Background: an optimization exercise with open tools, aiming at small area and a short achievable clock period. Do not read the settings as production practice. No functional check of the RTL was part of any run shown here.

==> flow/design.v <==
package mdu_pkg;
    typedef enum logic [2:0] {
        OP_MULT  = 3'd0,
        OP_MULTU = 3'd1,
        OP_DIV   = 3'd2,
        OP_DIVU  = 3'd3,
        OP_MTHI  = 3'd4,
        OP_MTLO  = 3'd5,
        OP_NONE  = 3'd7
    } mdu_op_e;
    localparam int DEF_MULT_CYCLES = 5;
    localparam int DEF_DIV_CYCLES  = 10;
endpackage
module mdu_arith
#(
    parameter int LO   = 0,
    parameter int HI   = 35,
    parameter int MOFF = 0,
    parameter int DOFF = 3,
    parameter int TOP  = 35,    
    parameter int F    = 6,     
    parameter int BLK  = 7      
) (
    input  logic [HI:LO] x,
    input  logic [32:0]  m,
    input  logic         one,
    input  logic         two,
    input  logic         dv,
    input  logic         neg,
    output logic [HI:LO] s
);
    localparam int W  = HI - LO + 1;
    localparam int T  = HI - LO;                   
    localparam int NB = (T - F + BLK) / BLK;       
    logic [W-1:0] xv, yv, sv, gv, tv;
    logic [W:0]   c;
    logic [NB:0]  cb;                              
    function automatic logic mbit(input logic [32:0] v, input int i);
        if (i < 0)       mbit = 1'b0;
        else if (i > 32) mbit = v[32];
        else             mbit = v[i];
    endfunction
    assign xv = x;
    assign s  = sv;
    for (genvar f = LO; f <= HI; f++) begin : g_op
        assign yv[f-LO] = neg ^ ((one & mbit(m, f - MOFF)) | (two & mbit(m, f - MOFF - 1)) |
                                 (dv & mbit(m, f - DOFF)));
    end
    assign gv = xv & yv;
    assign tv = xv | yv;
    for (genvar b = 0; b < NB - 1; b++) begin : g_blk
        localparam int B0 = F + b * BLK;
        localparam int B1 = B0 + BLK - 1;
        logic gb, pb;
        always_comb begin
            gb = 1'b0;
            pb = 1'b1;
            for (int i = B0; i <= B1; i++) begin
                gb = gv[i] | (tv[i] & gb);
                pb = pb & tv[i];
            end
        end
        assign cb[b+1] = gb | (pb & cb[b]);
    end
    assign c[0] = neg;
    for (genvar i = 0; i < W; i++) begin : g_fa
        assign sv[i] = xv[i] ^ (yv[i] ^ c[i]);
        if (i + 1 >= F && i + 1 < F + NB * BLK && i + 1 <= T && ((i + 1 - F) % BLK) == 0) begin : g_cb
            if (i + 1 == F) begin : g_first
                assign cb[0] = (xv[i] & yv[i]) | (xv[i] & c[i]) | (yv[i] & c[i]);
            end
            assign c[i+1] = cb[(i + 1 - F) / BLK];
        end else begin : g_c
            assign c[i+1] = (xv[i] & yv[i]) | (xv[i] & c[i]) | (yv[i] & c[i]);
        end
    end
endmodule
module mdu_ctrl
(
    input  logic        clk,
    input  logic        reset,
    input  logic        start,
    input  logic [2:0]  op,
    input  logic        we,
    input  logic [31:0] in1,
    input  logic [31:0] in2,
    output logic        busy,
    output logic [31:0] hi,
    output logic [31:0] lo
);
    logic        busy_q;      
    logic        idle_q;      
    logic        mlast_q;     
    logic        dlast_q;     
    logic [3:0]  cnt_q;       
    logic        mstep_q;     
    logic        dfirst_q;    
    logic        dstep_q;     
    logic [31:0] hi_q, lo_q;
    logic        mul_q;       
    logic        sgn_q;       
    logic        sa_q;        
    logic        bp_q;        
    logic [31:0] a_q;         
    logic [36:0] x_q;         
    logic [31:0] d_q;         
    logic [32:0] m;
    logic        sb;
    logic [35:0] x1, s1;      
    logic [36:2] x2, s2;      
    logic [38:1] x3, s3;      
    logic [40:0] x4, s4;      
    logic        one1, one2, one3, one4;
    logic        two1, two2, two3, two4;
    logic        neg1, neg2, neg3, neg4;
    logic        g1, g2, g3, g4;    
    logic [2:0]  b1, b2, b3, b4;    
    logic        accept;
    logic        commit;
    logic        div0;
    logic        nq, nr;
    logic [31:0] a_neg;
    logic [31:0] r_fix;
    logic [31:0] r_res;
    logic        wr_hi, wr_lo;
    assign m  = {sgn_q & d_q[31], d_q};
    assign sb = sgn_q & d_q[31];
    function automatic logic [2:0] booth(input logic b2, input logic b1, input logic b0);
        booth = {b1 ^ b0, (b2 & ~b1 & ~b0) | (~b2 & b1 & b0), b2 & ~(b1 & b0)};
    endfunction
    assign x1 = {x_q[35:4], dstep_q ? a_q[31:28] : x_q[3:0]};
    assign x2 = {s1[35], s1[35:2]};
    assign x3 = {{2{s2[36]}}, s2[36:2], s1[1]};
    assign x4 = {{2{s3[38]}}, s3[38:1], s1[0]};
    assign g1 = ~s1[35];
    assign g2 = ~s2[34];
    assign g3 = ~s3[33];
    assign g4 = ~s4[32];
    assign b1 = booth(a_q[1], a_q[0], bp_q);
    assign b2 = booth(a_q[3], a_q[2], a_q[1]);
    assign b3 = booth(a_q[5], a_q[4], a_q[3]);
    assign b4 = booth(a_q[7], a_q[6], a_q[5]);
    assign one1 = (mstep_q & b1[2]) | (mlast_q & ~sgn_q & bp_q);
    assign two1 = mstep_q & b1[1];
    assign neg1 = (mstep_q & b1[0]) | (dstep_q & (~x_q[36] ^ sb));
    assign one2 = mstep_q & b2[2];
    assign two2 = mstep_q & b2[1];
    assign neg2 = (mstep_q & b2[0]) | (dstep_q & (g1 ^ sb));
    assign one3 = (mstep_q & b3[2]) | (dlast_q & x_q[36]);
    assign two3 = mstep_q & b3[1];
    assign neg3 = (mstep_q & b3[0]) | (dstep_q & (g2 ^ sb)) | (dlast_q & sb);
    assign one4 = mstep_q & b4[2];
    assign two4 = mstep_q & b4[1];
    assign neg4 = (mstep_q & b4[0]) | (dstep_q & (g3 ^ sb));
    mdu_arith #(.LO(0), .HI(35), .MOFF(0), .DOFF(3), .TOP(35)) u_s1 (.x(x1), .m(m), .one(one1), .two(two1), .dv(dstep_q), .neg(neg1), .s(s1));
    mdu_arith #(.LO(2), .HI(36), .MOFF(2), .DOFF(2), .TOP(34)) u_s2 (.x(x2), .m(m), .one(one2), .two(two2), .dv(dstep_q), .neg(neg2), .s(s2));
    mdu_arith #(.LO(1), .HI(38), .MOFF(4), .DOFF(1), .TOP(33)) u_s3 (.x(x3), .m(m), .one(one3), .two(two3), .dv(dstep_q), .neg(neg3), .s(s3));
    mdu_arith #(.LO(0), .HI(40), .MOFF(6), .DOFF(0), .TOP(32)) u_s4 (.x(x4), .m(m), .one(one4), .two(two4), .dv(dstep_q), .neg(neg4), .s(s4));
    function automatic logic [31:0] cneg(input logic [31:0] v, input logic n);
        logic t;
        t = 1'b0;
        for (int i = 0; i < 32; i++) begin
            cneg[i] = v[i] ^ t;
            t = t | (n & v[i]);
        end
    endfunction
    assign nq    = dfirst_q ? (sgn_q & a_q[31]) : (dlast_q & (sa_q ^ sb));
    assign a_neg = cneg(a_q, nq);
    assign nr    = dlast_q & sa_q;
    assign r_fix = cneg(s4[35:4], nr);
    assign r_res = mul_q ? s4[31:0] : r_fix;
    assign accept = idle_q & start & ~op[2];
    assign div0   = ~mul_q & (d_q == 32'd0);
    assign commit = (mlast_q | dlast_q) & ~div0;
    assign wr_hi  = idle_q & ~start & we & (op == mdu_pkg::OP_MTHI);
    assign wr_lo  = idle_q & ~start & we & (op == mdu_pkg::OP_MTLO);
    always_ff @(posedge clk or posedge reset) begin
        if (reset) begin
            busy_q  <= 1'b0;
            idle_q  <= 1'b1;
            mlast_q <= 1'b0;
            dlast_q <= 1'b0;
            hi_q    <= 32'd0;
            lo_q    <= 32'd0;
        end else begin
            if (idle_q) begin
                busy_q  <= accept;
                idle_q  <= ~accept;
                mlast_q <= 1'b0;
                dlast_q <= 1'b0;
            end else begin
                busy_q  <= ~(mlast_q | dlast_q);
                idle_q  <= mlast_q | dlast_q;
                mlast_q <= mul_q & (cnt_q == 4'd3);
                dlast_q <= ~mul_q & (cnt_q == 4'd8);
            end
            hi_q <= wr_hi ? in1 : (commit ? r_res : hi_q);
            lo_q <= wr_lo ? in1 : (commit ? a_neg : lo_q);
        end
    end
    always_ff @(posedge clk) begin
        if (idle_q) begin
            cnt_q    <= 4'd0;
            mstep_q  <= ~op[1];
            dfirst_q <= op[1];
            dstep_q  <= 1'b0;
            mul_q    <= ~op[1];
            sgn_q    <= ~op[0];
            bp_q     <= 1'b0;
            a_q      <= in1;
            x_q      <= 37'd0;
            d_q      <= in2;
        end else begin
            cnt_q    <= cnt_q + 4'd1;
            mstep_q  <= mul_q & (cnt_q <= 4'd2);
            dfirst_q <= 1'b0;
            dstep_q  <= ~mul_q & (cnt_q <= 4'd7);
            if (mul_q) begin
                bp_q <= a_q[7];
                a_q  <= {s4[7:0], a_q[31:8]};
                x_q  <= {{4{s4[40]}}, s4[40:8]};
            end else if (dfirst_q) begin
                sa_q <= sgn_q & a_q[31];
                a_q  <= a_neg;
            end else begin
                a_q  <= {a_q[27:0], g1, g2, g3, g4};
                x_q  <= {s4[32:0], 4'd0};
            end
        end
    end
    assign busy = busy_q;
    assign hi   = hi_q;
    assign lo   = lo_q;
endmodule
==> flow/flow/run.sh <==
#!/bin/bash
# Standard layout, but the port buffers use the smallest plain buffer.
set -e
export BUFFER_PORTS_ARGS="-buffer_cell sky130_fd_sc_hd__buf_1"
bash standard.sh > standard.log 2>&1
==> flow/standard.sh <==
#!/bin/bash
# synth_recipe.tcl (not shown) runs the flow's synth.tcl, then flattens the netlist and writes it again
# the make line also repeats each setting of config.mk as NAME=value (left out here)
make -C /OpenROAD-flow-scripts/flow DESIGN_CONFIG=/design/flow/config.mk WORK_HOME=/design/flow/orfs CLKGATE_MAP_FILE= SYNTH_SCRIPT=/design/flow/synth_recipe.tcl "${@:-finish}"
==> flow/config.mk <==
export PLATFORM = sky130hd
export DESIGN_NAME = mdu_ctrl
export DESIGN_NICKNAME = mdu_ctrl
export VERILOG_FILES = /design/flow/design.v
export SDC_FILE = /design/flow/constraint.sdc
export NUM_CORES = 4
export LEC_CHECK = 0
export ABC_AREA = 1
export CAP_MARGIN = 20
export CORE_MARGIN = 2
export CORE_UTILIZATION = 40
export SLEW_MARGIN = 70
==> flow/constraint.sdc <==
create_clock -name core_clock -period 150.0 [get_ports {clk}]
set_input_delay 30.0000 -clock core_clock [delete_from_list [all_inputs] [get_ports {clk}]]
set_output_delay 30.0000 -clock core_clock [all_outputs]
set_load 0.01 [all_outputs]
==> results of run 1 <==
-- metrics by stage --
stage	utilization, %
after floorplan	-
after global placement	42.9
after detailed placement	43.5
after CTS	45.0
after global routing	45.3
final	45.3
-- area by class of cell --
cell class	instances	area (um2)	share of cell area, %
multi-input combinational	1640	11400	59.4
inverter	344	1320	6.88
tap	539	674	3.53
antenna	1	2.50	0.0131
clock inverter	14	198	1.03
sequential	180	4310	22.5
timing repair buffer	164	813	4.25
clock buffer	18	450	2.36
-- state kept, by name, indices dropped and copies added, names as in the netlist --
register / count
mul_q: 1
bp_q: 1
sa_q: 1
a_q: 32
mstep_q: 1
dlast_q: 1
idle_q: 1
lo_q: 32
mlast_q: 1
sgn_q: 1
cnt_q: 4
x_q: 37
dstep_q: 1
d_q: 32
busy_q: 1
dfirst_q: 1
hi_q: 32
-- worst max path at each step --
stage,endpoint,cells after the start,start,slack (ns)
2_1_floorplan,hi_q[17],10,start,118.27
3_3_place_gp,hi_q[27],12,start,117.25
3_5_place_dp,hi_q[29],12,op[1],117.85
4_1_cts,hi_q[29],12,op[1],118.38
5_1_grt,hi_q[25],11,start,118.37
6_report,hi_q[27],12,start,118.55
-- cell families (layout without fill, tap and decap cells) --
kind of cell	count (synthesis)	after routing	synth area share, %
buffers and inverters	445	540	10.1
AO/OA/AOI/OAI	502	502	19.2
XOR/XNOR	192	192	10.3
AND/OR/NAND/NOR	813	813	20.3
flip-flops	180	180	25.0
adder cells (fa/ha/maj)	133	133	15.2
other	0	1	0
-- per-layer routing --
metal	track usage, %	wire length, um
met1	40.7	27700
met2	42.7	27400
met3	5.21	5630
met4	10.7	2170
met5	0	0
-- critical path: cells and delay by family --
family	cells	cell delay, ns
buffers and inverters	5	1.07
AND/OR/NAND/NOR	6	0.63
AO/OA/AOI/OAI	1	0.07
-- cells in the mapped netlist, types with 3 or more instances --
cell,number
a21o_1,3
a221oi_1,14
a211oi_1,4
nand3_2,3
dfrtp_1,67
buf_1,14
o21ai_0,140
nor2_1,124
nand2_1,507
nand2_2,9
inv_1,313
dfxtp_1,76
nor2_4,4
o22ai_1,79
o21ai_1,6
xnor2_1,32
xnor2_2,6
o311ai_0,3
a21oi_1,77
or2_2,24
xor2_1,151
o21bai_1,3
nand3_1,89
a22oi_1,3
ha_1,7
clkinv_1,27
nor2_2,4
o211ai_1,25
fa_1,126
buf_2,9
clkbuf_1,72
edfxtp_1,36
nand4_1,20
nor3_1,12
o221ai_1,121
nor3_2,4
inv_2,4
a31oi_1,12
buf_6,5
==> flow_summary.json, run 1 <==
{
  "status": "timing/DRC/antenna clean",
  "grt_pass1_vias": 15900,
  "rrSetupSlack_ns": 122.21,
  "ys_top_cells_by_area": "fa_1 (15%), nand2_1 (11%), dfrtp_1 (9.7%)",
  "min-delay-path-class": "flip-flop to flip-flop",
  "mostFrequentLayoutCells": "nand2_1 (506), inv_1 (302), xor2_1 (144)",
  "portBuffers": 135,
  "hold_viol": 0,
  "reg2regPathDepth": 139,
  "nets": 2551,
  "whs_endpoint": "dstep_q",
  "holdPathStages": 1,
  "initial_core_util_pct": 40.8,
  "yosysTopAreaCell": "fa_1",
  "synthArstFlopShare_pct": 37.8,
  "grt_usage_pct": 28.5,
  "clk_pin_slew_ns": 0.08,
  "syn_avg_cell_area_um2": 7.60,
  "clock.fmax_mhz": 31.8,
  "worstSetupStartpointType": "input pin",
  "design.core.area_um2": 42200,
  "htreeDepth": 4,
  "setup_tns_ns": 0,
  "finalMaxSlewViolations": 0,
  "ys_seq_elements": 180,
  "cap_violations": 0,
  "crit_fanout": 53,
  "syn-num-nets": 2469,
  "setup_ws_ns": 118.55,
  "cts_hold_buffers": 0,
  "synth.cell_area_um2": 17200,
  "postPlaceCellArea_um2": 18400,
  "ys_warn_count": 5,
  "slew_headroom_pct": 67.8,
  "r2r_start": "d_q[31]",
  "cts_max_path_buffers": 2,
  "synth_enable_flop_cells": 36,
  "dr_total_vias": 16800,
  "slowest_stage": "buf_6",
  "place_inst": 2865,
  "worstPathArrival_ns": 31.84,
  "synth_top_cell_area_share_pct": 14.7,
  "cts_buffers": 17,
  "rows": 75,
  "cts_root_buf": "clkbuf_16",
  "fillers": 4306,
  "postCtsSetupRepairBufs": 0,
  "cp.required_ns": 150.39,
  "dr.pass1.iters": 5,
  "rsz0062_at_grt": "no",
  "area_delta_synth_final_pct": 11.1,
  "drive_above_1_share_pct": 7.16,
  "crit_top_cell": "nand2_1",
  "finalClockSkew_ns": 0.0135,
  "ys_seq_area_share_pct": 25.0,
  "cts_tree": "built",
  "viasPerCell": 5.79,
  "place_hpwl_um": 48500,
  "antenna_found_initial": 1,
  "design_area_um2": 19100,
  "cp_cell_sequence": "buf_1 -> nor2_1 -> nand2_1 -> nor3_2 -> buf_4 -> inv_6 -> nand2_1 -> inv_1 -> buf_6 -> a21oi_1 -> nand2_1 -> nand2_1",
  "wire_per_inst_um": 21.7,
  "fin_crit_ns": 31.45,
  "setup_viol": 0,
  "die_area_um2": 44700,
  "grt.overflow.total": 0,
  "chipWidth_um": 211,
  "clock_latency_ns": 0.50,
  "timing.rr.end": "hi_q[31]",
  "post_cts_resized": 0,
  "gp_congestion": 0.976,
  "slowest_delay_ns": 0.32,
  "end_kind": "flip-flop",
  "cts_sinks": 180,
  "synth_ff_type": "dfxtp_1",
  "ys_types": 62,
  "final_common_cell": "nand2_1",
  "post-route-period-util_pct": 21.0,
  "io_pins": 136,
  "dp_slack_ns": 117.85,
  "syn_inst": 2265,
  "grt_max_degree": 54,
  "ant_nets": 0,
  "grt_pass1_wl_um": 95800,
  "worst_pin_slew_ns": 0.484,
  "critPathKind": "input pin to flip-flop",
  "holdWs_ns": 0.456,
  "drc": 0,
  "worstHoldStart": "cnt_q[3]",
  "dr.first_iter.drc_count": 1767,
  "drt-total-wl_um": 62800,
  "fin_cells": 2900,
  "dieHeight_um": 211
}
==> run 2: changes to the inputs <==
--- a/flow/config.mk
+++ b/flow/config.mk
@@ -9,4 +9,5 @@
 export CAP_MARGIN = 20
 export CORE_MARGIN = 2
 export CORE_UTILIZATION = 40
+export CTS_BUF_LIST = sky130_fd_sc_hd__clkbuf_8 sky130_fd_sc_hd__clkbuf_16
 export SLEW_MARGIN = 70
==> run 2 against run 1 <==
  * Wire length is the same
  * Synthesized cell count is the same
  * Still clean on timing, DRC and antenna
  * Register-to-register slack is essentially flat
==> flow_summary.json, run 2 <==
{
  "status": "timing/DRC/antenna clean",
  "dr.pass1.iters": 5,
  "clk_pin_slew_ns": 0.08,
  "cts_buffers": 17,
  "end_kind": "flip-flop",
  "timing.rr.end": "hi_q[31]",
  "whs_endpoint": "dstep_q",
  "viasPerCell": 5.79,
  "place_inst": 2865,
  "gp_congestion": 0.976,
  "finalClockSkew_ns": 0.0135,
  "fin_cells": 2900,
  "design.core.area_um2": 42200,
  "critPathKind": "input pin to flip-flop",
  "seq_area_um2": 4310,
  "chipWidth_um": 211,
  "holdPathStages": 1,
  "hold_viol": 0,
  "worstPathArrival_ns": 31.84,
  "rsz0062_at_grt": "no",
  "syn-num-nets": 2469,
  "antenna_found_initial": 1,
  "syn_inst": 2265,
  "ant_nets": 0,
  "slowest_delay_ns": 0.32,
  "fin_crit_ns": 31.45,
  "grt_usage_pct": 28.5,
  "ys_seq_elements": 180,
  "cap_violations": 0,
  "place_hpwl_um": 48500,
  "die_area_um2": 44700,
  "ys_warn_count": 5,
  "clock_latency_ns": 0.50,
  "htreeDepth": 4,
  "regMostFlops": "x_q",
  "initial_core_util_pct": 40.8,
  "cts_hold_buffers": 0,
  "mostFrequentLayoutCells": "nand2_1 (506), inv_1 (302), xor2_1 (144)",
  "cp.required_ns": 150.39,
  "synth_ff_type": "dfxtp_1",
  "postCtsSetupRepairBufs": 0,
  "yosysTopAreaCell": "fa_1",
  "drc": 0,
  "rows": 75,
  "syn_avg_cell_area_um2": 7.60,
  "worstHoldStart": "cnt_q[3]",
  "nets": 2551,
  "cts_root_buf": "clkbuf_16",
  "dr.first_iter.drc_count": 1767,
  "worst_pin_slew_ns": 0.484,
  "crit_top_cell": "nand2_1",
  "synthArstFlopShare_pct": 37.8,
  "drt-total-wl_um": 62800,
  "clock.fmax_mhz": 31.8,
  "multiInputGateArea_um2": 11400,
  "post-route-period-util_pct": 21.0,
  "setup_viol": 0,
  "rrSetupSlack_ns": 122.21,
  "ys_top_cells_by_area": "fa_1 (15%), nand2_1 (11%), dfrtp_1 (9.7%)",
  "cts_max_path_buffers": 2,
  "grt_max_degree": 54,
  "r2r_start": "d_q[31]",
  "dr_total_vias": 16800,
  "slowest_stage": "buf_6",
  "post_cts_resized": 0,
  "grt.overflow.total": 0,
  "largest_reg_flops": 37,
  "grt_pass1_vias": 15900,
  "crit_fanout": 53,
  "synth_most_common_cell": "nand2_1",
  "setup_tns_ns": 0,
  "fillers": 4306,
  "reg2regPathDepth": 139,
  "wire_per_inst_um": 21.7,
  "final_common_cell": "nand2_1",
  "grt_pass1_wl_um": 95800,
  "area_delta_synth_final_pct": 11.1,
  "min-delay-path-class": "flip-flop to flip-flop",
  "cts_sinks": 180,
  "io_pins": 136,
  "ys_types": 62,
  "slew_headroom_pct": 67.8,
  "synthTopCellsByCount": "nand2_1 (507), inv_1 (313), xor2_1 (151), o21ai_0 (140), fa_1 (126)",
  "cts_tree": "built",
  "finalMaxSlewViolations": 0,
  "dieHeight_um": 211,
  "synth_enable_flop_cells": 36,
  "synth_top_cell_area_share_pct": 14.7,
  "worstSetupStartpointType": "input pin",
  "final_util_pct": 45.3,
  "portBuffers": 135,
  "ys_seq_area_share_pct": 25.0,
  "drive_above_1_share_pct": 7.16,
  "synth.cell_area_um2": 17200,
  "cp_cell_sequence": "buf_1 -> nor2_1 -> nand2_1 -> nor3_2 -> buf_4 -> inv_6 -> nand2_1 -> inv_1 -> buf_6 -> a21oi_1 -> nand2_1 -> nand2_1"
}
run 2: cell counts after synthesis:
Identical to the previous run, type by type.
run 2: critical path, delay by kind of cell:
family / cells / cell delay [ns]
simple gates: 6 / 0.63
buf+inv: 5 / 1.07
compound gates: 1 / 0.07
run 2: worst max path at each step:
stage	start	to	slack (ns)	cells past startpoint
final	start	hi_q[27]	118.55	12
after global routing	start	hi_q[25]	118.37	11
after CTS	op[1]	hi_q[29]	118.38	12
after detailed placement	op[1]	hi_q[29]	117.85	12
after global placement	start	hi_q[27]	117.25	12
after floorplan	start	hi_q[17]	118.27	10
run 2: kinds of logic (layout without fill, tap and decap cells):
kind of cell | after synthesis | count (layout) | share of synthesized area (%)
compound gates | 502 | 502 | 19.2
buf+inv | 445 | 540 | 10.1
xor+xnor | 192 | 192 | 10.3
simple gates | 813 | 813 | 20.3
flops | 180 | 180 | 25.0
fa+ha+maj | 133 | 133 | 15.2
other cells | 0 | 1 | 0
run 2: cell type report:
cell class                 instances  area share [%]
clock buffer                      18            2.36
clock inverter                    14            1.03
tap                              539            3.53
multi-input combinational       1640            59.4
antenna                            1          0.0131
inverter                         344            6.88
timing repair buffer             164            4.25
sequential                       180            22.5
run 2: metrics by stage:
step / hold WS (ns) / cell area [um2] / setup slack, ns
3_3_place_gp: 0.445 / 18100 / 117.25
6_report: 0.456 / 19100 / 118.55
5_1_grt: 0.486 / 19100 / 118.37
4_1_cts: 0.462 / 19000 / 118.38
2_1_floorplan: 0.413 / 17200 / 118.27
3_5_place_dp: 0.450 / 18400 / 117.85
run 2: per-layer routing:
| metal | GRT usage, % | up-vias | share of wire (%) |
|---|---|---|---|
| met3 | 5.21 | 104 | 9.0 |
| met4 | 10.7 | 0 | 3.5 |
| li1 | - | 7715 | - |
| met1 | 40.7 | 8125 | 44 |
| met5 | 0 | - | 0 |
| met2 | 42.7 | 848 | 44 |

==> afterwards: timing with drivers on the ports <==
Ports are ideal in the flow. The routed layouts listed here were re-timed in OpenROAD.
Step 1 sets driving cells, clkbuf_16 on the clock port and buf_2 on the other inputs (assumed; they add their load-dependent delay and slew).
Step 2 moves the port delays by t, midway between the first and last clock arrival at a register: inputs arrive t later, outputs are due t later. That takes back most of the time a late clock gives input paths.
Three values: no drivers, after step 1, after step 2; two values: the first two.
run | t (ns) | setup WS [ns] | hold WS [ns] | clock arrival spread, ns | slew at the worst register clock pin (ns)
run 1 | 0.554 | 118.551 / 118.584 / 118.030 | 0.456 / 0.456 / 0.456 | 0.014 / 0.014 | 0.09 / 0.09
run 2 | 0.554 | 118.551 / 118.584 / 118.030 | 0.456 / 0.456 / 0.456 | 0.014 / 0.014 | 0.09 / 0.09
After both steps setup and hold are still met in every run listed.
